From an optimization exercise on the open Yosys and OpenROAD flow, aimed at small area, a short achievable clock period and few clock cycles per item; shortcuts taken in it are not production practice.
No functional check of the RTL was part of any run shown here.

==> flow/design.v <==
`default_nettype none
package ugd_pkg;
    localparam int SAMPLE_W  = 32;
    localparam int FRAC_BITS = 16;
    localparam int TOL_W     = 16;
    localparam int ERR_W     = 2;
    localparam int STEP_W = SAMPLE_W + 1;           
    localparam int DEV_W  = SAMPLE_W + 2;           
    localparam int CMP_W  = SAMPLE_W + 3;           
    localparam int NUM_W  = SAMPLE_W + 3;           
    localparam int MAG_W  = SAMPLE_W + 2;           
    localparam int DVD_W  = MAG_W + FRAC_BITS;      
    localparam int Q_W    = SAMPLE_W + 1;           
    localparam int CNT_W  = $clog2(DVD_W + 1);
    localparam logic [Q_W-1:0] SAT_POS = {2'b00, {(SAMPLE_W-1){1'b1}}};
    localparam logic [Q_W-1:0] SAT_NEG = {2'b01, {(SAMPLE_W-1){1'b0}}};
    localparam logic [TOL_W-1:0] TOL_RESET = TOL_W'(1);
    typedef enum logic [ERR_W-1:0] {
        ERR_OK       = 2'd0,
        ERR_FEW      = 2'd1,
        ERR_ZERO     = 2'd2,
        ERR_NONUNI   = 2'd3
    } t_err;
endpackage
`default_nettype wire
`default_nettype none
import ugd_pkg::*;
module uniform_grid_derivative
(
    input  wire logic                       i_clk,
    input  wire logic                       i_rst_n,
    input  wire logic                       i_cfg_wr_en,
    input  wire logic [ugd_pkg::TOL_W-1:0]           i_cfg_wr_data,
    input  wire logic                       i_in_valid,
    output logic                            o_in_ready,
    input  wire logic signed [ugd_pkg::SAMPLE_W-1:0] i_voltage_sample,
    input  wire logic signed [ugd_pkg::SAMPLE_W-1:0] i_current_sample,
    input  wire logic                       i_sequence_end,
    output logic                            o_out_valid,
    input  wire logic                       i_out_ready,
    output logic signed [ugd_pkg::SAMPLE_W-1:0]      o_derivative,
    output logic [ugd_pkg::ERR_W-1:0]                o_error_code,
    output logic                            o_run_last
);
    localparam int W = 35;
    localparam int S_A   = 0;    
    localparam int S_ACC = 1;    
    localparam int S_B   = 2;    
    localparam int S_F2  = 3;    
    localparam int S_F3  = 4;    
    localparam int S_DIV = 5;    
    localparam int S_CV  = 6;    
    localparam int S_LC  = 7;    
    localparam int S_L1  = 8;    
    localparam int S_L2  = 9;    
    localparam int S_L3  = 10;   
    localparam int NS    = 11;
    typedef enum logic [2:0] {
        ACT_NONE  = 3'd0,
        ACT_CLEAR = 3'd1,    
        ACT_BREAK = 3'd2,    
        ACT_P0    = 3'd3,    
        ACT_P1    = 3'd4,    
        ACT_SHIFT = 3'd5,    
        ACT_ENDJ  = 3'd6     
    } t_act;
    logic [NS-1:0] r_st, n_st;
    t_act   r_act, n_act;
    logic   r_ready, n_ready;
    logic [TOL_W-1:0]   r_tol;
    logic signed [33:0] r_e, n_e;           
    logic signed [32:0] r_h, n_h;           
    logic signed [31:0] r_i1, n_i1, r_i0, n_i0;
    logic [1:0]         r_pts, n_pts;
    logic               r_brk, n_brk;
    logic               r_pc, n_pc, r_pl, n_pl, r_ewr, n_ewr;
    logic signed [W-1:0] r_rem, n_rem;
    logic [31:0]         r_q, n_q;
    logic [3:0]          r_cnt, n_cnt;
    logic                r_ex, n_ex, r_gneg, n_gneg, r_dn, n_dn, r_jlast, n_jlast;
    logic                r_conv, n_conv;
    logic                r_out_valid, n_out_valid;
    logic [1:0]          r_out_err, n_out_err;
    logic                r_out_last, n_out_last;
    logic signed [W-1:0] pa_x, pa_y, pa;
    logic                pa_inv;
    logic xv, xc, xi0, xr, xe, ye, yh, yi0, yi1, y4r;
    logic ewr_now, acc_e, acc_h;
    always_comb begin
        ewr_now = r_st[S_DIV] && r_ewr;                        
        acc_e   = r_ready && (r_act == ACT_P0 || r_act == ACT_P1);
        acc_h   = r_ready && (r_act == ACT_P1);
        xv  = r_st[S_A] || acc_e || (ewr_now && !r_pl);
        xc  = (r_st[S_B] && r_pts[0]) || r_st[S_F2] || (r_st[S_CV] && !r_pl) || (ewr_now && r_pl);
        xi0 = r_st[S_B] && !r_pts[0];
        xr  = r_st[S_F3] || r_st[S_L3] || (r_st[S_LC] && !r_pl);
        xe  = (r_st[S_LC] && r_pl) || r_st[S_L1] || r_st[S_L2];
        ye  = r_st[S_A];
        yh  = acc_h || (ewr_now && !r_pl);
        yi1 = (r_st[S_B] && !r_pts[0]) || r_st[S_L1];
        yi0 = (r_st[S_B] && r_pts[0]) || r_st[S_F3] || (r_st[S_CV] && !r_pl)
              || (r_st[S_LC] && r_pl) || r_st[S_L3];
        y4r = r_st[S_F2] || r_st[S_L2];
        pa_inv = r_st[S_A] || r_st[S_B] || r_st[S_F3] || r_st[S_CV] || (r_st[S_LC] && r_pl)
                 || r_st[S_L1] || r_st[S_L2] || r_st[S_L3];
        pa_x = ({W{xv}}  & W'(i_voltage_sample))
             | ({W{xc}}  & W'(i_current_sample))
             | ({W{xi0}} & W'(r_i0))
             | ({W{xr}}  & r_rem)
             | ({W{xe}}  & W'(r_e));
        pa_y = ({W{ye}}  & W'(r_e))
             | ({W{yh}}  & W'(r_h))
             | ({W{yi0}} & W'(r_i0))
             | ({W{yi1}} & W'(r_i1))
             | ({W{y4r}} & (r_rem <<< 2));
    end
    assign pa = pa_x + (pa_y ^ {W{pa_inv}}) + W'(pa_inv);
    logic signed [W-1:0] pa_top;
    assign pa_top = W'(signed'(pa[W-1:16]));
    logic signed [W-1:0] dvs, step_t, step_u;
    logic                sub1, sub2, qb1, qb2, rem_zero, t_zero;
    assign dvs      = W'(signed'({r_h, 1'b0}));
    assign sub1     = (r_rem[W-1] == r_h[32]);
    assign step_t   = {r_rem[W-2:0], r_q[31]} + (sub1 ? ~dvs : dvs) + W'(sub1);
    assign qb1      = ~(step_t[W-1] ^ r_dn);
    assign sub2     = (step_t[W-1] == r_h[32]);
    assign step_u   = {step_t[W-2:0], r_q[30]} + (sub2 ? ~dvs : dvs) + W'(sub2);
    assign qb2      = ~(step_u[W-1] ^ r_dn);
    assign rem_zero = (r_rem == '0);
    assign t_zero   = (step_t == '0);
    logic        exact, qneg, ovf, corr;
    logic [32:0] r33;
    logic [31:0] res;
    assign exact = r_ex || rem_zero;
    assign qneg  = r_gneg ^ r_dn;
    assign ovf   = r_q[31] ^ qneg;
    assign corr  = r_dn ^ (r_gneg & ~exact);
    assign r33   = {r_q[31], r_q} + 33'(corr);
    always_comb begin
        if (ovf)                     res = qneg ? 32'h8000_0000 : 32'h7fff_ffff;
        else if (r33[32] != r33[31]) res = 32'h7fff_ffff;
        else                         res = r33[31:0];
    end
    logic        hi_same, too_far, out_free;
    logic [15:0] dmag;
    assign hi_same  = (r_rem[W-1:16] == '0) || (r_rem[W-1:16] == '1);
    assign dmag     = r_rem[15:0] ^ {16{r_rem[W-1]}};
    assign too_far  = !hi_same || (r_rem[W-1] ? (dmag >= r_tol) : (dmag > r_tol));
    assign out_free = !r_out_valid || i_out_ready;
    logic emit, load;
    logic [1:0] emit_code;
    logic load_sig, load_last, load_ewr;
    always_comb begin
        n_st        = '0;
        n_act       = r_act;
        n_ready     = 1'b0;
        n_e         = r_e;
        n_h         = r_h;
        n_i1        = r_i1;
        n_i0        = r_i0;
        n_pts       = r_pts;
        n_brk       = r_brk;
        n_pc        = r_pc;
        n_pl        = r_pl;
        n_ewr       = r_ewr;
        n_rem       = r_rem;
        n_q         = r_q;
        n_cnt       = r_cnt;
        n_ex        = r_ex;
        n_gneg      = r_gneg;
        n_dn        = r_dn;
        n_jlast     = r_jlast;
        n_conv      = 1'b0;
        n_out_valid = r_out_valid && !i_out_ready;
        n_out_err   = r_out_err;
        n_out_last  = r_out_last;
        emit        = 1'b0;
        emit_code   = 2'd0;
        load        = 1'b0;
        load_sig    = 1'b0;
        load_last   = 1'b0;
        load_ewr    = 1'b0;
        if (r_ready) begin
            case (r_act)
                ACT_CLEAR: begin n_pts = 2'd0; n_brk = 1'b0; end
                ACT_BREAK: n_brk = 1'b1;
                ACT_P0: begin
                    n_e = pa[33:0]; n_i1 = i_current_sample; n_pts = 2'd1;
                end
                ACT_P1: begin
                    n_e = pa[33:0]; n_i0 = r_i1; n_i1 = i_current_sample; n_pts = 2'd2;
                end
                ACT_SHIFT: begin
                    n_i0 = r_i1; n_i1 = i_current_sample; n_pts = 2'd3;
                end
                ACT_ENDJ: begin n_pts = 2'd0; n_brk = 1'b0; end
                default: ;
            endcase
        end
        if (ewr_now) begin
            n_e   = pa[33:0];
            n_ewr = 1'b0;
        end
        if (r_st[S_A]) begin
            if (i_in_valid) begin
                n_rem = pa;
                if (r_pts == 2'd1) n_h = pa[32:0];
                if (r_brk || (r_pts == 2'd0 && !i_sequence_end)) begin
                    n_act   = r_brk ? (i_sequence_end ? ACT_CLEAR : ACT_NONE) : ACT_P0;
                    n_ready = 1'b1;
                    n_st[S_ACC] = 1'b1;
                end else begin
                    n_st[S_B] = 1'b1;
                end
            end else begin
                n_st[S_A] = 1'b1;
            end
        end
        if (r_st[S_ACC]) n_st[S_A] = 1'b1;
        if (r_st[S_B]) begin
            n_rem  = r_pts[0] ? pa_top : pa;
            n_q    = {pa[15:0], 16'd0};
            n_gneg = pa[W-1];
            n_dn   = r_h[32];
            n_ex   = 1'b0;
            n_cnt  = 4'd0;
            n_jlast = 1'b0;
            if (r_pts < 2'd2 && i_sequence_end) begin
                if (out_free) begin
                    emit = 1'b1; emit_code = ERR_FEW;
                    n_act = ACT_CLEAR; n_ready = 1'b1; n_st[S_ACC] = 1'b1;
                end else begin
                    n_st[S_A] = 1'b1;
                end
            end else if (r_pts == 2'd1) begin
                if (rem_zero) begin
                    if (out_free) begin
                        emit = 1'b1; emit_code = ERR_ZERO;
                        n_act = ACT_BREAK; n_ready = 1'b1; n_st[S_ACC] = 1'b1;
                    end else begin
                        n_st[S_A] = 1'b1;
                    end
                end else begin
                    n_act = ACT_P1; n_ready = 1'b1; n_st[S_ACC] = 1'b1;
                end
            end else if (too_far) begin
                if (out_free) begin
                    emit = 1'b1; emit_code = ERR_NONUNI;
                    n_act = i_sequence_end ? ACT_CLEAR : ACT_BREAK;
                    n_ready = 1'b1; n_st[S_ACC] = 1'b1;
                end else begin
                    n_st[S_A] = 1'b1;
                end
            end else if (r_pts == 2'd2) begin
                n_pc = 1'b1; n_pl = i_sequence_end;      
                n_st[S_F2] = 1'b1;
            end else if (out_free) begin
                load_ewr = 1'b1;                         
                n_pc = 1'b0; n_pl = i_sequence_end;
                n_act = i_sequence_end ? ACT_ENDJ : ACT_SHIFT;
                n_ready = 1'b1;
                n_st[S_DIV] = 1'b1;
            end else begin
                n_st[S_A] = 1'b1;
            end
            if (!out_free) begin
                n_q = r_q;                               
            end
            n_ewr = load_ewr;
        end
        if (r_st[S_F2]) begin
            n_rem = pa;                          
            n_st[S_F3] = 1'b1;
        end
        if (r_st[S_F3]) begin
            if (out_free) begin
                load = 1'b1; load_sig = 1'b1;    
                load_ewr = 1'b1;
                if (r_pl) begin
                    n_act = ACT_ENDJ; n_ready = 1'b1;
                end
                n_st[S_DIV] = 1'b1;
            end else begin
                n_st[S_F3] = 1'b1;
            end
        end
        if (r_st[S_DIV]) begin
            n_rem = step_u;
            n_q   = {r_q[29:0], qb1, qb2};
            n_ex  = (((r_ex || rem_zero) && !r_q[31]) || t_zero) && !r_q[30];
            n_cnt = r_cnt + 4'd1;
            if (r_cnt == 4'd15) begin
                n_conv = 1'b1;
                if (r_pc)      n_st[S_CV] = 1'b1;
                else if (r_pl) n_st[S_L1] = 1'b1;
                else           n_st[S_A]  = 1'b1;
            end else begin
                n_st[S_DIV] = 1'b1;
            end
        end
        if (r_st[S_CV]) begin
            if (!r_pl) begin
                n_rem = pa;                      
                n_act = ACT_SHIFT; n_ready = 1'b1;
            end
            n_st[S_LC] = 1'b1;
        end
        if (r_st[S_LC]) begin
            if (out_free) begin
                load = 1'b1;                     
                n_pc = 1'b0;
                n_st[S_DIV] = 1'b1;
            end else begin
                n_st[S_LC] = 1'b1;
            end
        end
        if (r_st[S_L1]) begin
            n_rem = pa;                          
            n_st[S_L2] = 1'b1;
        end
        if (r_st[S_L2]) begin
            n_rem = pa;                          
            n_st[S_L3] = 1'b1;
        end
        if (r_st[S_L3]) begin
            if (out_free) begin
                load = 1'b1; load_sig = 1'b1; load_last = 1'b1;    
                n_pl = 1'b0;
                n_st[S_DIV] = 1'b1;
            end else begin
                n_st[S_L3] = 1'b1;
            end
        end
        if (load) begin
            n_rem   = pa_top;
            n_q     = {pa[15:0], 16'd0};
            n_gneg  = pa[W-1];
            n_dn    = r_h[32] ^ load_sig;
            n_ex    = 1'b0;
            n_cnt   = 4'd0;
            n_jlast = load_last;
            n_ewr   = load_ewr;
        end
        if (emit) begin
            n_q         = '0;
            n_out_valid = 1'b1;
            n_out_err   = emit_code;
            n_out_last  = 1'b1;
        end
        if (r_conv) begin
            n_q         = res;
            n_out_valid = 1'b1;
            n_out_err   = ERR_OK;
            n_out_last  = r_jlast;
        end
    end
    always_ff @(posedge i_clk) begin
        if (!i_rst_n) begin
            r_st        <= NS'(1) << S_A;
            r_ready     <= 1'b0;
            r_tol       <= TOL_RESET;
            r_pts       <= 2'd0;
            r_brk       <= 1'b0;
            r_pc        <= 1'b0;
            r_pl        <= 1'b0;
            r_ewr       <= 1'b0;
            r_conv      <= 1'b0;
            r_out_valid <= 1'b0;
        end else begin
            r_st        <= n_st;
            r_ready     <= n_ready;
            if (i_cfg_wr_en) begin
                r_tol <= i_cfg_wr_data;
            end
            r_pts       <= n_pts;
            r_brk       <= n_brk;
            r_pc        <= n_pc;
            r_pl        <= n_pl;
            r_ewr       <= n_ewr;
            r_conv      <= n_conv;
            r_out_valid <= n_out_valid;
        end
    end
    always_ff @(posedge i_clk) begin
        r_act      <= n_act;
        r_e        <= n_e;
        r_h        <= n_h;
        r_i1       <= n_i1;
        r_i0       <= n_i0;
        r_rem      <= n_rem;
        r_q        <= n_q;
        r_cnt      <= n_cnt;
        r_ex       <= n_ex;
        r_gneg     <= n_gneg;
        r_dn       <= n_dn;
        r_jlast    <= n_jlast;
        r_out_err  <= n_out_err;
        r_out_last <= n_out_last;
    end
    assign o_in_ready   = r_ready;
    assign o_out_valid  = r_out_valid;
    assign o_derivative = r_q;
    assign o_error_code = r_out_err;
    assign o_run_last   = r_out_last;
endmodule
`default_nettype wire
==> flow/run.sh <==
#!/bin/bash
# synth_recipe.tcl (not shown) runs the flow's synth.tcl, then flattens the netlist and writes it again
# the make line also repeats each setting of config.mk as NAME=value (left out here)
make -C /OpenROAD-flow-scripts/flow DESIGN_CONFIG=/design/flow/config.mk WORK_HOME=/design/flow/orfs CLKGATE_MAP_FILE= SYNTH_SCRIPT=/design/flow/synth_recipe.tcl finish
==> flow/config.mk <==
export PLATFORM = sky130hd
export DESIGN_NAME = uniform_grid_derivative
export DESIGN_NICKNAME = uniform_grid_derivative
export VERILOG_FILES = /design/flow/design.v
export SDC_FILE = /design/flow/constraint.sdc
export NUM_CORES = 4
export LEC_CHECK = 0
export CAP_MARGIN = 20
export CORE_MARGIN = 2
export CORE_UTILIZATION = 40
export SETUP_SLACK_MARGIN = 2.5
export SLEW_MARGIN = 20
==> flow/constraint.sdc <==
create_clock -name core_clock -period 7.0 [get_ports {i_clk}]
set_input_delay 1.4000 -clock core_clock [delete_from_list [all_inputs] [get_ports {i_clk}]]
set_output_delay 1.4000 -clock core_clock [all_outputs]
set_load 0.01 [all_outputs]
==> results.py, run 1 <==
metrics = {
    "status": {
        "status": "complete, no violations",
    },
    "min_path": {
        "hold_class": "reg -> reg",
        "hold_depth": 0,
    },
    "logic_synthesis": {
        "async_flop_share": 0,
        "synth_ff_type": "edfxtp_1",
        "synth_area_leaders": "edfxtp_1 (26%), dfxtp_1 (8.4%), ha_1 (7.8%), xor2_1 (5.6%), xnor2_1 (5.5%)",
        "yosys.area.top_type": "edfxtp_1",
        "syn_nets": 2447,
        "synth_cell_type_count": 90,
        "synth_warnings": 1,
        "synth-edff-count": 167,
        "synth_top_area_frac": 0.258,
        "ys_seq_elements": 248,
        "synth.most_common_cell": "nand2_1",
        "synthCells": 2237,
        "netlist_area_sq_um": 19400,
        "synth-seq-area-share": 0.342,
        "syn_area_per_cell_sq_um": 8.67,
        "yosys-top-cells-count": "nand2_1 (269), a21oi_1 (174), edfxtp_1 (167)",
    },
    "global_routing": {
        "grt_pass1_wl_um": 118000,
        "grt_max_degree": 42,
        "track_usage": 0.306,
        "overflow": 0,
        "antenna_found_initial": 0,
        "grt_pass1_vias": 19100,
    },
    "worst_setup_path": {
        "worstSetupEndpointType": "flip-flop",
        "reg2regPathDepth": 26,
        "critPathTopFamily": "compound AO/OA/AOI/OAI gates",
        "required_ps": 7440,
        "cp-start-kind": "flip-flop",
        "path_max_fanout": 8,
        "path_depth": 26,
        "critPathKind": "reg -> reg",
        "cpPeakStageDelay_ps": 460,
        "cp_slowest_cell": "edfxtp_1",
        "crit_buf_inv": 4,
        "worst-endpoint-arrival_ps": 6750,
    },
    "layout": {
        "drive_gt1_frac": 0.193,
        "diodes": 0,
        "finalNetCount": 2681,
        "area_growth_pct": 29.4,
        "final_core_util": 0.525,
        "layout.cells.non_filler": 3110,
        "stdcell_area_sq_um": 25100,
    },
    "die": {
        "die-height_um": 224,
        "placementRows": 80,
        "die-width_um": 224,
        "core_area_sq_um": 47800,
        "die-area_sq_um": 50300,
        "initial_core_util": 0.406,
        "ios": 123,
    },
    "timing": {
        "report.final.slew_viol_count": 0,
        "setup_viol": 0,
        "tightest_slew_ps": 1070,
        "period_share": 0.901,
        "fmax_ghz": 0.159,
        "tns_ps": 0,
        "clock_skew_ps": 18.9,
        "final_hold_viol_count": 0,
        "final.min_clock_period_ps": 6310,
        "relSlewSlack": 0.279,
        "rsz0062_at_grt": "true",
    },
    "drt": {
        "drt_iter0_drc": 2399,
        "vias": 19500,
        "dr.pass1.iters": 13,
        "drc": 0,
        "wire_per_inst_um": 25.6,
        "postRouteAntennaNets": 0,
        "wl_um": 79600,
        "viasPerCell": 6.28,
    },
    "run": {
        "max_cap_viol_count": 0,
    },
    "clock_tree": {
        "htreeDepth": 1,
        "cts_tree": "built",
        "clk_pin_slew_worst_paths_ps": 70,
        "hold_buffers": 0,
        "clock-sinks": 248,
        "cts_made_buffers": 30,
        "cts_buffer_depth": 3,
        "cts-root-buf": "clkbuf_16",
        "insertion_delay_ps": 590,
    },
    "placement": {
        "placed_area_sq_um": 21800,
        "hpwlAfterDp_um": 57700,
        "port_buffers": 122,
        "placedCellCount": 2953,
        "place.gp.congestion": 0.975,
    },
}
==> final cells by class <==
cell class | instances | area (sq um)
clock buffers | 42 | 857
clock inverters | 14 | 196
fillers | 4451 | 22700
inverters | 78 | 299
multi-input cells | 1797 | 13400
flip-flops and latches | 248 | 6650
well taps | 615 | 769
repair buffers | 315 | 2910
repair inverters | 1 | 7.51
==> final timing paths <==
kind	slack (ps)	start	endpoint
max	690	r_h[32]	r_rem[27]
min	450	r_i1[11]	r_i0[11]
max reg2reg	690	r_h[32]	r_rem[27]
min reg2reg	450	r_i1[11]	r_i0[11]
==> repair_timing <==
item	CTS	global route
setup endpoints to repair	110	93
setup buffers	54	41
hold endpoints to repair	0	0
gates cloned	5	1
resized for setup	155	117
pin swaps	58	44
==> routing by layer <==
layer / track usage / share of wire
met3: 0.0499 / 0.080
met1: 0.382 / 0.39
met4: 0.192 / 0.075
met2: 0.495 / 0.45
met5: 0 / 0
==> flip-flops by register name, summed over array words and instances (netlist names), 3 cells and up <==
register,flops
r_i0,32
r_tol,16
r_h,33
r_st,11
r_q,32
r_act,3
r_e,34
r_i1,32
r_cnt,4
r_rem,35
==> layout by cell type, fill, tap and decap left out, types with 86 or more instances in the layout <==
cell type	count
xnor2_1	86
buf_4	162
nand3_1	105
nor2_1	152
a21oi_1	148
edfxtp_1	167
xor2_1	106
ha_1	102
nand2_1	261
clkdlybuf4s50_1	122
==> kinds of logic (layout without fill, tap and decap cells) <==
logic type | after synthesis | in the layout | synth area share
multiplexers | 31 | 31 | 0.0161
buffers and inverters | 194 | 450 | 0.0385
AND/OR/NAND/NOR | 746 | 747 | 0.178
AO/OA/AOI/OAI | 646 | 647 | 0.232
flip-flops | 248 | 248 | 0.342
XOR/XNOR | 247 | 247 | 0.112
adder cells (fa/ha/maj) | 125 | 125 | 0.0816
==> worst register-to-register path, cell delays in order (launching register included) <==
cell and delay, ps:
edfxtp_1 460, xor2_4 330, buf_12 190, inv_4 50, ha_2 160, or2_4 220, fa_2 350, a21o_1 210
a31oi_4 180, or3_4 180, a21boi_4 60, nor2_2 130, xnor3_2 400, buf_6 180, xor2_2 140, ha_1 310
buf_6 140, a211o_4 360, a211o_1 310, a21oi_2 180, nor2_1 140, or3_1 370, o221a_2 270, a21o_1 230
xnor2_2 190, a221oi_1 270, o21ai_1 150
==> stage by stage <==
stage / hold WS, ps / setup slack, ps
5_1_grt: 461 / 473
3_3_place_gp: 431 / 174
4_1_cts: 460 / 748
3_5_place_dp: 437 / 140
2_1_floorplan: 412 / 912
6_report: 449 / 695
==> run 2: changes to the inputs <==
--- a/flow/config.mk
+++ b/flow/config.mk
@@ -9,4 +9,4 @@
 export CORE_MARGIN = 2
 export CORE_UTILIZATION = 40
-export SETUP_SLACK_MARGIN = 2.5
+export SETUP_SLACK_MARGIN = 3.5
 export SLEW_MARGIN = 20
==> run 2 against run 1 <==
- still clean on timing, DRC and antenna
- global-route usage decreased by 0.61 points
- final cell count increased by 1.3%
- register-to-register slack got worse by 80 ps
- sequential share of layout area decreased by 0.91 points
- first-iteration DRC count increased by 2.5%
- worst setup slack got worse by 76 ps
- critical path depth increased by 6
- clock-buffer cell count decreased by 3
- maximum frequency decreased by 1.2%
- utilization increased by 2.1 points
- critical path type unchanged
==> results.py, run 2 <==
metrics = {
    "global_routing": {
        "grt_pass1_vias": 18500,
        "grt_max_degree": 42,
        "grt_pass1_wl_um": 115000,
        "track_usage": 0.300,
        "antenna_found_initial": 0,
        "overflow": 0,
    },
    "layout": {
        "diodes": 0,
        "layout.cells.non_filler": 3149,
        "fill_cells": 4320,
        "area_growth_pct": 34.4,
        "top_register": "r_rem",
        "reg.largest.list": "r_rem (35), r_e (34), r_h (33)",
        "drive_gt1_frac": 0.248,
        "final_common_cell": "nand2_1",
        "finalNetCount": 2721,
        "stdcell_area_sq_um": 26100,
        "mostFrequentLayoutCells": "nand2_1 (260), buf_4 (191), edfxtp_1 (167)",
        "largest_reg_flops": 35,
    },
    "logic_synthesis": {
        "yosys.area.top_type": "edfxtp_1",
        "synth_ff_type": "edfxtp_1",
        "synth.most_common_cell": "nand2_1",
        "netlist_area_sq_um": 19400,
        "ys_seq_elements": 248,
        "async_flop_share": 0,
        "synth-edff-count": 167,
        "yosys-top-cells-count": "nand2_1 (269), a21oi_1 (174), edfxtp_1 (167)",
        "synth-seq-area-share": 0.342,
        "synth_area_leaders": "edfxtp_1 (26%), dfxtp_1 (8.4%), ha_1 (7.8%), xor2_1 (5.6%), xnor2_1 (5.5%)",
        "synth_top_area_frac": 0.258,
        "synth_warnings": 1,
        "syn_nets": 2447,
        "synthCells": 2237,
        "synth_cell_type_count": 90,
        "syn_area_per_cell_sq_um": 8.67,
    },
    "drt": {
        "postRouteAntennaNets": 0,
        "wl_um": 81500,
        "drt_iter0_drc": 2458,
        "vias": 19900,
        "drc": 0,
        "wire_per_inst_um": 25.9,
        "viasPerCell": 6.32,
        "dr.pass1.iters": 10,
    },
    "min_path": {
        "hold_start": "r_i1[14]",
        "hold_depth": 0,
        "hold_class": "reg -> reg",
        "min_to": "r_i0[14]",
    },
    "die": {
        "core_area_sq_um": 47800,
        "die-height_um": 224,
        "ios": 123,
        "die-area_sq_um": 50300,
        "die-width_um": 224,
        "initial_core_util": 0.406,
        "placementRows": 80,
    },
    "timing": {
        "clock_skew_ps": 24.8,
        "relSlewSlack": 0.210,
        "final.min_clock_period_ps": 6380,
        "fmax_ghz": 0.157,
        "tightest_slew_ps": 1180,
        "setup_viol": 0,
        "fin_ws_ps": 618,
        "final_hold_viol_count": 0,
        "rsz0062_at_grt": "true",
        "period_share": 0.912,
        "tns_ps": 0,
        "report.final.slew_viol_count": 0,
    },
    "clock_tree": {
        "cts_made_buffers": 29,
        "cts-root-buf": "clkbuf_16",
        "cts_tree": "built",
        "clock-sinks": 248,
        "clk_pin_slew_worst_paths_ps": 60,
        "cts_buffer_depth": 3,
        "htreeDepth": 1,
        "insertion_delay_ps": 600,
    },
    "placement": {
        "placedCellCount": 2952,
        "place.gp.congestion": 0.954,
        "preCtsSetupSlack_ps": 49.6,
        "hpwlAfterDp_um": 58700,
        "placed_area_sq_um": 22200,
        "port_buffers": 122,
    },
    "worst_setup_path": {
        "worstSetupEndpointType": "flip-flop",
        "crit_top_cell": "buf_4",
        "critPathKind": "reg -> reg",
        "reg2regPathDepth": 32,
        "worst-endpoint-arrival_ps": 6830,
        "cp-start-kind": "flip-flop",
        "reg2reg_to": "r_rem[32]",
        "cp_slowest_cell": "a2111oi_4",
        "crit_buf_inv": 8,
        "required_ps": 7450,
        "cpPeakStageDelay_ps": 490,
        "r2r-start": "r_h[32]",
        "critPathTopFamily": "compound AO/OA/AOI/OAI gates",
        "path_max_fanout": 10,
        "r2r_setup_slack_ps": 620,
    },
    "status": {
        "status": "complete, no violations",
    },
    "run": {
        "max_cap_viol_count": 0,
    },
}
[run 2: cell counts after synthesis]
Identical to the previous run, type by type.
[run 2: per-layer routing]
layer,global-route usage,wire (um)
met2,0.493,37700
met5,0,0
met3,0.0402,6190
met1,0.382,31900
met4,0.165,5750
[run 2: how the worst max path moves through the flow]
stage                     startpoint   endpoint  slack (ps)  cells past startpoint
final                        r_h[32]  r_rem[32]         620                     32
after floorplan              r_h[32]     r_q[0]         910                     29
after detailed placement     r_h[32]     r_q[0]          50                     26
after global placement       r_h[32]     r_q[0]          90                     25
after CTS                    r_h[32]     r_q[0]         680                     28
after global routing         r_h[32]  r_rem[32]         330                     30
[run 2: metrics by stage]
stage | utilization | hold slack [ps]
after floorplan | - | 412
after global placement | 0.463 | 442
after detailed placement | 0.463 | 441
after CTS | 0.491 | 458
after global routing | 0.545 | 471
final | 0.545 | 458
[run 2: area by class of cell]
class | instances | area [sq um] | area share
Clock inverter | 15 | 97.6 | 0.00374
Multi-Input combinational cell | 1802 | 14200 | 0.544
Sequential cell | 248 | 6670 | 0.256
Inverter | 78 | 299 | 0.0115
Tap cell | 615 | 769 | 0.0295
Timing Repair inverter | 1 | 7.51 | 0.000288
Timing Repair Buffer | 351 | 3240 | 0.124
Clock buffer | 39 | 820 | 0.0314
[run 2: kinds of logic after synthesis]
logic type	synth area share
adder cells (fa/ha/maj)	0.0816
AND/OR/NAND/NOR	0.178
buffers and inverters	0.0385
flip-flops	0.342
XOR/XNOR	0.112
multiplexers	0.0161
AO/OA/AOI/OAI	0.232
[run 2: timing repair]
action                                  in CTS  in global routing
endpoints found under the setup margin     138                148
buffers inserted                            26                106
hold buffers                                 0                  0
gates resized for setup                     40                315
pin swaps                                   23                111
gates cloned                                 0                 10
[run 2: worst reg2reg max path, delay by kind of cell, from the launching register on]
| kind | cells | cell delay, ps |
|---|---|---|
| xor+xnor | 4 | 840 |
| fa+ha+maj | 3 | 800 |
| simple gates | 5 | 700 |
| compound gates | 12 | 2480 |
| flops | 1 | 460 |
| buf+inv | 8 | 930 |
==> run 3: changes to the inputs <==
--- a/flow/design.v
+++ b/flow/design.v
@@ -26,4 +26,36 @@
 `default_nettype none
 import ugd_pkg::*;
+module ugd_add #(parameter int N = 35)
+(
+    input  wire logic [N-1:0] a,
+    input  wire logic [N-1:0] b,
+    input  wire logic         ci,
+    output logic      [N-1:0] s
+);
+    localparam int M = N + 1;                
+    localparam int L = $clog2(M);
+    logic [M-1:0] g [0:L];
+    logic [M-1:0] p [0:L];
+    logic [M-1:0] p0;
+    always_comb begin
+        g[0] = {a & b, ci};
+        p[0] = {a ^ b, 1'b0};
+        p0   = p[0];
+        for (int l = 0; l < L; l++) begin
+            for (int i = 0; i < M; i++) begin
+                if ((i >> l) & 1) begin
+                    g[l+1][i] = g[l][i] | (p[l][i] & g[l][((i >> l) << l) - 1]);
+                    p[l+1][i] = p[l][i] & p[l][((i >> l) << l) - 1];
+                end else begin
+                    g[l+1][i] = g[l][i];
+                    p[l+1][i] = p[l][i];
+                end
+            end
+        end
+        for (int i = 1; i < M; i++) begin
+            s[i-1] = p0[i] ^ g[L][i-1];
+        end
+    end
+endmodule
 module uniform_grid_derivative
 (
@@ -71,4 +103,5 @@
     logic signed [33:0] r_e, n_e;           
     logic signed [32:0] r_h, n_h;           
+    logic [W-1:0]       r_t, n_t;           
     logic signed [31:0] r_i1, n_i1, r_i0, n_i0;
     logic [1:0]         r_pts, n_pts;
@@ -85,5 +118,5 @@
     logic signed [W-1:0] pa_x, pa_y, pa;
     logic                pa_inv;
-    logic xv, xc, xi0, xr, xe, ye, yh, yi0, yi1, y4r;
+    logic xv, xc, xi0, xr, xr2, xe, ye, yh, yi0, yi1, y4r;
     logic ewr_now, acc_e, acc_h;
     always_comb begin
@@ -92,15 +125,16 @@
         acc_h   = r_ready && (r_act == ACT_P1);
         xv  = r_st[S_A] || acc_e || (ewr_now && !r_pl);
-        xc  = (r_st[S_B] && r_pts[0]) || r_st[S_F2] || (r_st[S_CV] && !r_pl) || (ewr_now && r_pl);
+        xc  = (r_st[S_B] && r_pts == 2'd3) || r_st[S_F2] || (r_st[S_CV] && !r_pl) || (ewr_now && r_pl);
         xi0 = r_st[S_B] && !r_pts[0];
         xr  = r_st[S_F3] || r_st[S_L3] || (r_st[S_LC] && !r_pl);
+        xr2 = r_st[S_B] && r_pts == 2'd1;
         xe  = (r_st[S_LC] && r_pl) || r_st[S_L1] || r_st[S_L2];
         ye  = r_st[S_A];
         yh  = acc_h || (ewr_now && !r_pl);
         yi1 = (r_st[S_B] && !r_pts[0]) || r_st[S_L1];
-        yi0 = (r_st[S_B] && r_pts[0]) || r_st[S_F3] || (r_st[S_CV] && !r_pl)
+        yi0 = (r_st[S_B] && r_pts == 2'd3) || r_st[S_F3] || (r_st[S_CV] && !r_pl)
               || (r_st[S_LC] && r_pl) || r_st[S_L3];
-        y4r = r_st[S_F2] || r_st[S_L2];
-        pa_inv = r_st[S_A] || r_st[S_B] || r_st[S_F3] || r_st[S_CV] || (r_st[S_LC] && r_pl)
+        y4r = r_st[S_F2] || r_st[S_L2] || (r_st[S_B] && r_pts == 2'd1);
+        pa_inv = r_st[S_A] || (r_st[S_B] && r_pts != 2'd1) || r_st[S_F3] || r_st[S_CV] || (r_st[S_LC] && r_pl)
                  || r_st[S_L1] || r_st[S_L2] || r_st[S_L3];
         pa_x = ({W{xv}}  & W'(i_voltage_sample))
@@ -108,4 +142,5 @@
              | ({W{xi0}} & W'(r_i0))
              | ({W{xr}}  & r_rem)
+             | ({W{xr2}} & (r_rem <<< 1))
              | ({W{xe}}  & W'(r_e));
         pa_y = ({W{ye}}  & W'(r_e))
@@ -115,18 +150,23 @@
              | ({W{y4r}} & (r_rem <<< 2));
     end
-    assign pa = pa_x + (pa_y ^ {W{pa_inv}}) + W'(pa_inv);
+    ugd_add #(.N(W)) u_pa (.a(pa_x), .b(pa_y ^ {W{pa_inv}}), .ci(pa_inv), .s(pa));
     logic signed [W-1:0] pa_top;
     assign pa_top = W'(signed'(pa[W-1:16]));
-    logic signed [W-1:0] dvs, step_t, step_u;
-    logic                sub1, sub2, qb1, qb2, rem_zero, t_zero;
-    assign dvs      = W'(signed'({r_h, 1'b0}));
-    assign sub1     = (r_rem[W-1] == r_h[32]);
-    assign step_t   = {r_rem[W-2:0], r_q[31]} + (sub1 ? ~dvs : dvs) + W'(sub1);
-    assign qb1      = ~(step_t[W-1] ^ r_dn);
-    assign sub2     = (step_t[W-1] == r_h[32]);
-    assign step_u   = {step_t[W-2:0], r_q[30]} + (sub2 ? ~dvs : dvs) + W'(sub2);
-    assign qb2      = ~(step_u[W-1] ^ r_dn);
+    logic [W-1:0] dvs, dvs3, dx, d3x, t1, ta, tb, t2;
+    logic         sub1, sub2, qb1, qb2, rem_zero, t_zero;
+    assign dvs  = W'(signed'({r_h, 1'b0}));
+    assign dvs3 = r_t;
+    assign sub1 = (r_rem[W-1] == r_h[32]);
+    assign dx   = dvs ^ {W{sub1}};
+    assign d3x  = dvs3 ^ {W{sub1}};
+    ugd_add #(.N(W)) u_t1 (.a({r_rem[W-2:0], r_q[31]}),          .b(dx),  .ci(sub1), .s(t1));
+    ugd_add #(.N(W)) u_ta (.a({r_rem[W-3:0], r_q[31], r_q[30]}), .b(dx),  .ci(sub1), .s(ta));
+    ugd_add #(.N(W)) u_tb (.a({r_rem[W-3:0], r_q[31], r_q[30]}), .b(d3x), .ci(sub1), .s(tb));
+    assign sub2 = (t1[W-1] == r_h[32]);
+    assign t2   = (sub2 == sub1) ? tb : ta;
+    assign qb1  = ~(t1[W-1] ^ r_dn);
+    assign qb2  = ~(t2[W-1] ^ r_dn);
     assign rem_zero = (r_rem == '0);
-    assign t_zero   = (step_t == '0);
+    assign t_zero   = (t1 == '0);
     logic        exact, qneg, ovf, corr;
     logic [32:0] r33;
@@ -157,4 +197,5 @@
         n_e         = r_e;
         n_h         = r_h;
+        n_t         = r_t;
         n_i1        = r_i1;
         n_i0        = r_i0;
@@ -234,4 +275,5 @@
                 end
             end else if (r_pts == 2'd1) begin
+                n_t = pa;                                
                 if (rem_zero) begin
                     if (out_free) begin
@@ -286,5 +328,5 @@
         end
         if (r_st[S_DIV]) begin
-            n_rem = step_u;
+            n_rem = t2;
             n_q   = {r_q[29:0], qb1, qb2};
             n_ex  = (((r_ex || rem_zero) && !r_q[31]) || t_zero) && !r_q[30];
@@ -386,4 +428,5 @@
         r_e        <= n_e;
         r_h        <= n_h;
+        r_t        <= n_t;
         r_i1       <= n_i1;
         r_i0       <= n_i0;
==> run 3 against run 2 <==
- worst setup slack improved by 1200 ps
- critical path depth shrank 9
- highest routed layer is now met5
- sequential share of layout area grew 0.32 points
- largest cell class unchanged
- utilization increased by 1.3 points
- register-to-register slack gained 1200 ps
- critical path type unchanged
- hold slack gained 1.7 ps
- global-route usage rose by 0.58 points
- clock-buffer cell count increased by 13
- cell area is 15% higher
- maximum frequency increased by 24%
- still clean
==> results.py, run 3 <==
metrics = {
    "layout": {
        "finalNetCount": 2945,
        "drive_gt1_frac": 0.257,
        "area_growth_pct": 38.4,
        "diodes": 0,
        "reg.largest.list": "r_rem (35), r_t (35), r_e (34)",
        "mostFrequentLayoutCells": "nand2_1 (229), edfxtp_1 (202), buf_4 (180)",
        "final_common_cell": "nand2_1",
        "final_core_util": 0.558,
    },
    "timing": {
        "clock_skew_ps": 20.0,
        "report.final.slew_viol_count": 0,
        "fmax_ghz": 0.194,
        "final_hold_viol_count": 0,
        "setup_viol": 0,
        "tns_ps": 0,
        "relSlewSlack": 0.177,
        "final.min_clock_period_ps": 5150,
        "tightest_slew_ps": 1230,
        "rsz0062_at_grt": "true",
        "period_share": 0.736,
    },
    "die": {
        "placementRows": 85,
        "die-height_um": 237,
        "core_area_sq_um": 53600,
        "die-width_um": 237,
        "ios": 123,
        "die-area_sq_um": 55900,
        "initial_core_util": 0.404,
    },
    "logic_synthesis": {
        "synth_ff_type": "edfxtp_1",
        "yosys.area.top_type": "edfxtp_1",
        "synth_cell_type_count": 92,
        "synth-edff-count": 202,
        "async_flop_share": 0,
        "netlist_area_sq_um": 21600,
        "syn_area_per_cell_sq_um": 9.30,
        "yosys-top-cells-count": "nand2_1 (239), edfxtp_1 (202), xnor2_1 (164)",
        "synth-seq-area-share": 0.355,
        "synthCells": 2327,
        "synth.most_common_cell": "nand2_1",
        "synth_warnings": 4,
        "synth_top_area_frac": 0.280,
        "syn_nets": 2589,
        "ys_seq_elements": 283,
        "synth_area_leaders": "edfxtp_1 (28%), ha_1 (9.0%), dfxtp_1 (7.5%), xnor2_1 (6.6%), nand2_1 (4.1%)",
    },
    "worst_setup_path": {
        "cpPeakStageDelay_ps": 400,
        "path_max_fanout": 8,
        "cp-start-kind": "flip-flop",
        "r2r-start": "r_pts[0]",
        "worstSetupEndpointType": "flip-flop",
        "critPathKind": "reg -> reg",
        "critPathTopFamily": "compound AO/OA/AOI/OAI gates",
        "crit_buf_inv": 1,
        "required_ps": 7430,
        "reg2reg_to": "r_rem[32]",
        "reg2regPathDepth": 23,
        "worst-endpoint-arrival_ps": 5580,
        "cp_slowest_cell": "a221o_1",
        "path_cells": "buf_12, nor2b_4, or2_4, a222oi_1, nand3_1, xnor2_2, ha_4, a21o_1, a221o_1, a21oi_4, o31ai_4, a221o_1, o211ai_4, a21oi_4, a31o_4, a21o_1, fa_2, xnor2_4, nor2_1, a31oi_1, o22ai_1, o21ai_1, nand3_1",
        "r2r_setup_slack_ps": 1850,
    },
    "drt": {
        "drt_iter0_drc": 3057,
        "postRouteAntennaNets": 0,
        "viasPerCell": 6.41,
        "wire_per_inst_um": 26.6,
        "vias": 21800,
        "dr.pass1.iters": 10,
        "drc": 0,
        "wl_um": 90500,
    },
    "global_routing": {
        "grt_max_degree": 50,
        "overflow": 0,
        "grt_pass1_wl_um": 130000,
        "antenna_found_initial": 1,
        "grt_pass1_vias": 20800,
        "track_usage": 0.306,
    },
    "min_path": {
        "hold_start": "r_i1[21]",
        "min_to": "r_i0[21]",
        "hold_class": "reg -> reg",
        "hold_depth": 0,
    },
    "placement": {
        "hpwlAfterDp_um": 59700,
        "place.gp.congestion": 0.956,
        "port_buffers": 122,
    },
    "status": {
        "status": "complete, no violations",
    },
    "clock_tree": {
        "hold_buffers": 0,
        "cts_tree": "built",
        "clk_pin_slew_worst_paths_ps": 60,
        "cts-root-buf": "clkbuf_16",
        "cts_buffer_depth": 3,
        "insertion_delay_ps": 550,
        "clock-sinks": 283,
        "htreeDepth": 2,
        "cts_made_buffers": 35,
    },
    "run": {
        "max_cap_viol_count": 0,
    },
}
## run 3: cell count changes after synthesis, sizes merged, moves of 24 or more
cell	change
a21oi	-37
a221o	+33
a222oi	-30
a22oi	+65
edfxtp	+35
ha	+35
nand2	-30
nand3	-30
nor2b	+24
xnor2	+42
xor2	-56
## run 3: area by class of cell
class                   instances  area (sq um)
fillers                      4574         23700
multi-input cells            1838         15400
flip-flops and latches        283          7750
repair buffers                430          4410
clock buffers                  52          1010
well taps                     696           871
inverters                      95           382
clock inverters                10           106
## run 3: worst max-delay path by stage
| stage | start | end | slack, ps | cells after the start |
|---|---|---|---|---|
| global route | r_pts[0] | r_rem[32] | 1730 | 24 |
| CTS | r_pts[0] | r_rem[32] | 1900 | 23 |
| finish | r_pts[0] | r_rem[32] | 1850 | 23 |
| floorplan | i_current_sample[7] | r_rem[32] | 1970 | 18 |
| detailed placement | i_current_sample[7] | r_rem[32] | 1170 | 19 |
| global placement | i_current_sample[7] | r_rem[32] | 1140 | 19 |
## run 3: per-layer routing
| layer | vias to the layer above | share of wire | GRT usage |
|---|---|---|---|
| li1 | 9509 | - | - |
| met5 | - | 0.00019 | 0 |
| met2 | 1527 | 0.44 | 0.475 |
| met1 | 10400 | 0.38 | 0.396 |
| met3 | 329 | 0.12 | 0.0774 |
| met4 | 2 | 0.056 | 0.150 |
## run 3: through the flow
step / area, sq um / hold slack [ps] / std cells / setup slack (ps)
after floorplan: 22200 / 426 / 2327 / 1970
after global placement: 24200 / 439 / 3090 / 1140
after detailed placement: 24200 / 448 / 3090 / 1170
after CTS: 28400 / 453 / 3325 / 1900
after global routing: 29900 / 466 / 3404 / 1730
final: 29900 / 460 / 3404 / 1850
## run 3: what timing repair did
item,in CTS,in global routing
cloned,11,0
resized for setup,299,186
setup buffers,162,79
hold endpoints to repair,0,0
setup endpoints to repair,174,163
pin swaps,124,100
## run 3: logic make-up after synthesis
family	Yosys count	synth area share
buffers and inverters	210	0.0368
AND/OR/NAND/NOR	684	0.151
adder cells (fa/ha/maj)	177	0.109
XOR/XNOR	233	0.0950
flip-flops	283	0.355
multiplexers	45	0.0209
AO/OA/AOI/OAI	695	0.232
==> run 4: changes to the inputs <==
--- a/flow/design.v
+++ b/flow/design.v
@@ -113,4 +113,5 @@
     logic                r_ex, n_ex, r_gneg, n_gneg, r_dn, n_dn, r_jlast, n_jlast;
     logic                r_conv, n_conv;
+    logic                r_sat, n_sat;
     logic                r_out_valid, n_out_valid;
     logic [1:0]          r_out_err, n_out_err;
@@ -174,5 +175,5 @@
     assign exact = r_ex || rem_zero;
     assign qneg  = r_gneg ^ r_dn;
-    assign ovf   = r_q[31] ^ qneg;
+    assign ovf   = r_sat;
     assign corr  = r_dn ^ (r_gneg & ~exact);
     assign r33   = {r_q[31], r_q} + 33'(corr);
@@ -213,4 +214,5 @@
         n_jlast     = r_jlast;
         n_conv      = 1'b0;
+        n_sat       = r_sat;
         n_out_valid = r_out_valid && !i_out_ready;
         n_out_err   = r_out_err;
@@ -332,5 +334,8 @@
             n_ex  = (((r_ex || rem_zero) && !r_q[31]) || t_zero) && !r_q[30];
             n_cnt = r_cnt + 4'd1;
-            if (r_cnt == 4'd15) begin
+            if (r_cnt == 4'd0) begin
+                n_sat = qb1 ^ r_gneg ^ r_dn;     
+            end
+            if (r_cnt == 4'd15 || (r_cnt == 4'd0 && (qb1 ^ r_gneg ^ r_dn))) begin
                 n_conv = 1'b1;
                 if (r_pc)      n_st[S_CV] = 1'b1;
@@ -438,4 +443,5 @@
         r_dn       <= n_dn;
         r_jlast    <= n_jlast;
+        r_sat      <= n_sat;
         r_out_err  <= n_out_err;
         r_out_last <= n_out_last;
==> run 4 against run 3 <==
- sequential share of layout area down 1.0 points
- utilization up 1.2 points
- hold slack worse by 6.6 ps
- worst setup slack better by 110 ps
- synthesized area up 2.1%
- register-to-register slack better by 110 ps
- still clean on timing, DRC and antenna
- largest cell class unchanged
- cell area up 4.6%
- critical endpoint is now r_ex
- clock skew up 11 ps
- flip-flop and latch count up 1
==> results.py, run 4 <==
metrics = {
    "status": {
        "status": "complete, no violations",
    },
    "clock_tree": {
        "hold_buffers": 0,
        "cts_made_buffers": 31,
        "clock-sinks": 284,
        "insertion_delay_ps": 620,
        "clk_pin_slew_worst_paths_ps": 70,
        "cts_tree": "built",
        "cts_buffer_depth": 3,
        "htreeDepth": 1,
        "cts-root-buf": "clkbuf_16",
    },
    "drt": {
        "drt_iter0_drc": 3075,
        "wl_um": 95600,
        "vias": 22700,
        "postRouteAntennaNets": 0,
        "wire_per_inst_um": 27.4,
        "dr.pass1.iters": 10,
        "viasPerCell": 6.50,
        "drc": 0,
    },
    "logic_synthesis": {
        "synth_top_area_frac": 0.276,
        "syn_nets": 2661,
        "synth_area_leaders": "edfxtp_1 (28%), ha_1 (8.9%), dfxtp_1 (7.3%), xnor2_1 (6.8%), nand2_1 (4.1%)",
        "synth.most_common_cell": "nand2_1",
        "syn_area_per_cell_sq_um": 9.21,
        "synth-edff-count": 203,
        "ys_seq_elements": 284,
        "synth_cell_type_count": 98,
        "synth_warnings": 4,
        "synth-seq-area-share": 0.350,
        "synthCells": 2398,
        "async_flop_share": 0,
        "yosys-top-cells-count": "nand2_1 (239), edfxtp_1 (203), nor2_1 (173)",
        "yosys.area.top_type": "edfxtp_1",
        "synth_ff_type": "edfxtp_1",
        "netlist_area_sq_um": 22100,
    },
    "die": {
        "die-width_um": 239,
        "placementRows": 86,
        "ios": 123,
        "die-area_sq_um": 57100,
        "initial_core_util": 0.402,
        "die-height_um": 239,
        "core_area_sq_um": 54900,
    },
    "worst_setup_path": {
        "reg2regPathDepth": 27,
        "r2r-start": "r_h[32]",
        "cpPeakStageDelay_ps": 470,
        "startpoint": "r_h[32]",
        "path_max_fanout": 7,
        "worst-endpoint-arrival_ps": 5570,
        "critPathKind": "reg -> reg",
        "worstSetupEndpointType": "flip-flop",
        "crit_top_cell": "buf_4",
        "required_ps": 7530,
        "reg2reg_to": "r_ex",
        "cp_slowest_cell": "edfxtp_1",
        "r2r_setup_slack_ps": 1960,
        "cp-start-kind": "flip-flop",
        "cp-endpoint": "r_ex",
    },
    "layout": {
        "reg.largest.list": "r_rem (35), r_t (35), r_e (34)",
        "mostFrequentLayoutCells": "nand2_1 (229), edfxtp_1 (203), buf_4 (173)",
        "fill_cells": 4663,
        "finalNetCount": 3022,
        "area_growth_pct": 41.8,
        "drive_gt1_frac": 0.280,
        "final_common_cell": "nand2_1",
    },
    "timing": {
        "tns_ps": 0,
        "relSlewSlack": 0.277,
        "setup_viol": 0,
        "clock_skew_ps": 30.8,
        "tightest_slew_ps": 1080,
        "rsz0062_at_grt": "true",
        "report.final.slew_viol_count": 0,
        "period_share": 0.720,
        "final.min_clock_period_ps": 5040,
        "final_hold_viol_count": 0,
        "fmax_ghz": 0.198,
    },
    "placement": {
        "hpwlAfterDp_um": 61900,
        "port_buffers": 122,
        "place.gp.congestion": 0.919,
    },
    "global_routing": {
        "track_usage": 0.322,
        "grt_pass1_wl_um": 139000,
        "grt_pass1_vias": 21800,
        "grt_max_degree": 62,
        "antenna_found_initial": 3,
        "overflow": 0,
    },
    "min_path": {
        "hold_start": "r_i1[14]",
        "hold_depth": 0,
        "hold_class": "reg -> reg",
    },
    "run": {
        "max_cap_viol_count": 0,
    },
}
==> run 4: metrics by stage <==
| step | hold slack [ps] | std cells | setup slack (ps) | utilization | cell area [sq um] |
|---|---|---|---|---|---|
| after floorplan | 405 | 2398 | 2380 | - | 22800 |
| after global placement | 435 | 3154 | 1240 | 0.452 | 24800 |
| after detailed placement | 439 | 3154 | 1140 | 0.452 | 24800 |
| after CTS | 455 | 3421 | 2210 | 0.545 | 29900 |
| after global routing | 462 | 3488 | 1690 | 0.571 | 31300 |
| final | 453 | 3489 | 1960 | 0.571 | 31300 |
==> run 4: layer usage <==
metal,wire length [um],vias to the layer above,share of wire,GRT usage
met5,0,-,0,0
met4,5470,0,0.057,0.163
met3,11300,326,0.12,0.0669
met2,41900,1534,0.44,0.498
met1,37000,11100,0.39,0.427
li1,-,9773,-,-
==> run 4: kinds of logic (layout without fill, tap and decap cells) <==
family	Yosys count	count (layout)	synth area share
AO/OA/AOI/OAI	726	726	0.235
XOR/XNOR	242	242	0.0980
adder cells (fa/ha/maj)	177	177	0.107
buffers and inverters	211	596	0.0376
flip-flops	284	284	0.350
multiplexers	44	44	0.0201
other	0	1	0
AND/OR/NAND/NOR	714	715	0.153
==> run 4: what timing repair did <==
item                                    4_1_cts  5_1_grt
resized for setup                           416      168
gates cloned                                 12        1
endpoints found under the setup margin      177      175
pin swaps                                   125      133
setup buffers                               197       63
==> run 4: how the worst min path moves through the flow <==
stage,end,slack [ps]
after floorplan,r_st[0],400
after global placement,r_i0[31],430
after detailed placement,r_i0[14],440
after CTS,r_i0[14],450
after global routing,r_i0[9],460
final,r_i0[14],450
==> run 4: critical path, delay by kind of cell, from the launching register on <==
family | cells | cell delay (ps)
adders and majority gates | 2 | 490
AOI/OAI and AO/OA | 3 | 730
xor gates and xnor gates | 3 | 440
buffers and inverters | 12 | 1530
and+or+nand+nor | 7 | 1290
DFF | 1 | 470
==> run 4: area by class of cell <==
type	count	area, sq um	area share
well taps	704	881	0.0281
clock buffers	36	815	0.0260
flip-flops and latches	284	7780	0.249
diodes	1	2.50	0.0000799
clock inverters	22	293	0.00935
multi-input cells	1904	16400	0.523
inverters	82	313	0.00999
repair buffers	456	4850	0.155
==> run 5: changes to the inputs <==
--- a/flow/config.mk
+++ b/flow/config.mk
@@ -11,2 +11,3 @@
 export SETUP_SLACK_MARGIN = 3.5
 export SLEW_MARGIN = 20
+export SYNTH_HIERARCHICAL = 1
==> run 5 against run 4 <==
- sequential share of layout area up 2.3 points
- largest cell class unchanged
- synthesized cell count shrank 3.0%
- die area decreased by 0.57%
- final cell count decreased by 5.5%
- highest routed layer is now met5
- still clean
- clock-buffer cell count grew 12
- critical endpoint is now r_rem[21]
- wire length is 15% lower
==> results.py, run 5 <==
metrics = {
    "die": {
        "initial_core_util": 0.406,
        "core_area_sq_um": 54000,
        "ios": 123,
        "die-width_um": 238,
        "placementRows": 85,
        "die-height_um": 238,
        "die-area_sq_um": 56800,
    },
    "logic_synthesis": {
        "synth_ff_type": "edfxtp_1",
        "async_flop_share": 0,
        "yosys-top-cells-count": "nand2_1 (224), edfxtp_1 (203), xnor2_1 (186)",
        "synthCells": 2327,
        "syn_nets": 2590,
        "yosys.area.top_type": "edfxtp_1",
        "syn_area_per_cell_sq_um": 9.43,
        "synth_cell_type_count": 79,
        "netlist_area_sq_um": 21900,
        "ys_seq_elements": 284,
        "synth_area_leaders": "edfxtp_1 (28%), ha_1 (8.7%), xnor2_1 (7.4%), dfxtp_1 (7.4%), nand2_1 (3.8%)",
        "synth.most_common_cell": "nand2_1",
        "synth-edff-count": 203,
        "synth_warnings": 10,
        "synth-seq-area-share": 0.352,
        "synth_top_area_frac": 0.278,
    },
    "global_routing": {
        "antenna_found_initial": 1,
        "grt_pass1_wl_um": 121000,
        "track_usage": 0.277,
        "grt_util_met3": 0.0585,
        "grt_pass1_vias": 19900,
        "met2_usage": 0.451,
        "grt_max_degree": 72,
        "overflow": 0,
        "grt_use_met1": 0.353,
        "busiest_layer": "met2",
    },
    "worst_setup_path": {
        "crit_buf_inv": 5,
        "cp_slowest_cell": "ha_1",
        "critPathKind": "reg -> reg",
        "startpoint": "r_pts[0]",
        "r2r-start": "r_pts[0]",
        "path_max_fanout": 16,
        "cp-start-kind": "flip-flop",
        "critPathTopFamily": "compound AO/OA/AOI/OAI gates",
        "path_cells": "buf_6, nor2b_4, or2_4, buf_12, buf_16, a222oi_1, nand3_1, xnor2_1, ha_1, and2_4, a221o_1, a21oi_2, a21oi_2, buf_6, a21o_4, a311oi_2, a311oi_2, buf_4, a21o_4, a221oi_2, a211oi_2, a21oi_1, a21oi_1",
        "worstSetupEndpointType": "flip-flop",
        "worst-endpoint-arrival_ps": 5230,
        "required_ps": 7410,
        "cpPeakStageDelay_ps": 340,
    },
    "run": {
        "max_cap_viol_count": 0,
    },
    "clock_tree": {
        "hold_buffers": 0,
        "cts_buffer_depth": 3,
        "insertion_delay_ps": 580,
        "cts-root-buf": "clkbuf_16",
        "cts_tree": "built",
        "clock-sinks": 284,
        "htreeDepth": 2,
        "cts_made_buffers": 37,
        "clk_pin_slew_worst_paths_ps": 60,
    },
    "layout": {
        "mostFrequentLayoutCells": "nand2_1 (212), edfxtp_1 (203), xnor2_1 (151)",
        "area_growth_pct": 30.9,
        "fill_cells": 4837,
        "final_common_cell": "nand2_1",
        "drive_gt1_frac": 0.218,
        "diodes": 0,
        "layout.cells.non_filler": 3298,
        "reg.largest.list": "r_rem (35), r_t (35), r_e (34)",
        "finalNetCount": 2837,
    },
    "timing": {
        "tightest_slew_ps": 1150,
        "fmax_ghz": 0.208,
        "tns_ps": 0,
        "period_share": 0.688,
        "final_hold_viol_count": 0,
        "report.final.slew_viol_count": 0,
        "final.min_clock_period_ps": 4820,
        "setup_viol": 0,
        "relSlewSlack": 0.235,
        "clock_skew_ps": 20.5,
        "rsz0062_at_grt": "true",
    },
    "placement": {
        "hpwlAfterDp_um": 53400,
        "placedCellCount": 3079,
        "place.gp.congestion": 0.929,
        "port_buffers": 122,
    },
    "drt": {
        "postRouteAntennaNets": 0,
        "drt_iter0_drc": 2204,
        "vias": 20300,
        "viasPerCell": 6.16,
        "dr.pass1.iters": 9,
        "wl_um": 81200,
        "wire_per_inst_um": 24.6,
        "drc": 0,
    },
    "min_path": {
        "hold_start": "r_i1[20]",
        "hold_class": "reg -> reg",
    },
    "status": {
        "status": "complete, no violations",
    },
}
[run 5: changes by cell type after synthesis, moves of 14 or more]
| cell | previous run | this run |
|---|---|---|
| nor2_1 | 173 | 116 |
| nand2b_1 | 22 | 46 |
| a21oi_1 | 135 | 116 |
| o22ai_1 | 10 | 48 |
| o21ai_1 | 7 | 21 |
| inv_1 | 81 | 122 |
| a21o_1 | 51 | 28 |
| o21ai_0 | 131 | 81 |
| a31oi_1 | 23 | 6 |
| nand2_1 | 239 | 224 |
| xnor2_1 | 172 | 186 |
[run 5: cell families after synthesis]
logic type	count (synthesis)	synth area share
simple gates	662	0.149
compound gates	660	0.224
flops	284	0.352
xor+xnor	250	0.0998
buf+inv	242	0.0430
fa+ha+maj	177	0.109
mux	52	0.0237
[run 5: cell type report]
class	count	area (sq um)	area share
Clock inverter	19	221	0.00771
Clock buffer	48	1040	0.0361
Inverter	123	473	0.0165
Sequential cell	284	7790	0.271
Multi-Input combinational cell	1804	15000	0.521
Timing Repair Buffer	324	3360	0.117
Tap cell	696	871	0.0303
[run 5: final timing paths]
path	cells past startpoint	slack (ps)	to
worst max-delay path	23	2180	r_rem[21]
worst min-delay path	0	460	r_i0[20]
worst max register to register	23	2180	r_rem[21]
worst min register to register	0	460	r_i0[20]
[run 5: layer usage]
layer / vias up / part of all wire
met2: 908 / 0.46
met1: 9963 / 0.41
li1: 9231 / -
met5: - / 0.00015
met3: 197 / 0.078
met4: 2 / 0.047
[run 5: timing repair]
action | 4_1_cts | 5_1_grt
setup endpoints to repair | 208 | 175
pin swaps | 97 | 99
buffers inserted | 91 | 50
resized for setup | 196 | 117
hold endpoints to repair | 0 | 0
gates cloned | 9 | 1
[run 5: worst reg2reg max path, cell delays in order, from the launching register on]
cell and delay (ps):
dfxtp_2 320, buf_6 120, nor2b_4 50, or2_4 310, buf_12 160, buf_16 170
a222oi_1 340, nand3_1 140, xnor2_1 140, ha_1 340, and2_4 160, a221o_1 310
a21oi_2 260, a21oi_2 100, buf_6 150, a21o_4 230, a311oi_2 270, a311oi_2 80
buf_4 190, a21o_4 280, a221oi_2 230, a211oi_2 80, a21oi_1 150, a21oi_1 80
[run 5: through the flow]
stage                     instance area (sq um)  hold WS [ps]   util  setup slack (ps)
after floorplan                           22500           426      -              2520
after global placement                    24500           437  0.453              1060
after detailed placement                  24500           437  0.453              1060
after CTS                                 27700           454  0.512              2330
after global routing                      28700           470  0.532              2030
final                                     28700           456  0.532              2180

==> what the ideal ports hide <==
The results above use ideal ports. As a check the final layouts listed here were re-extracted and re-timed, cells and wires unchanged.
Step 1, drivers: a clkbuf_16 drives i_clk and a buf_2 each remaining input, both assumed.
Step 2 adds t to the input delays and takes it off the output delays; t is the mean of the earliest and latest rising clock arrival at the registers after step 1. Input paths then give back, and output paths get back, about the clock's delay inside the block.
Three values: no drivers, after step 1, after step 2; two values: the first two.
| run | shift t [ns] | setup WS [ns] | worst setup path after step 2 |
|---|---|---|---|
| run 1 | 0.643 | 0.695 / 0.695 / 0.695 | register to register |
| run 2 | 0.647 | 0.618 / 0.618 / 0.618 | register to register |
| run 3 | 0.603 | 1.847 / 1.847 / 1.374 | input to register |
| run 4 | 0.667 | 1.958 / 1.958 / 1.622 | input to register |
| run 5 | 0.631 | 2.183 / 2.183 / 1.651 | input to register |
After both steps setup and hold are still met in every run listed. The setup slack of run 5, which loses most, moves by 0.000 ns with the drivers and by -0.532 ns with both steps.
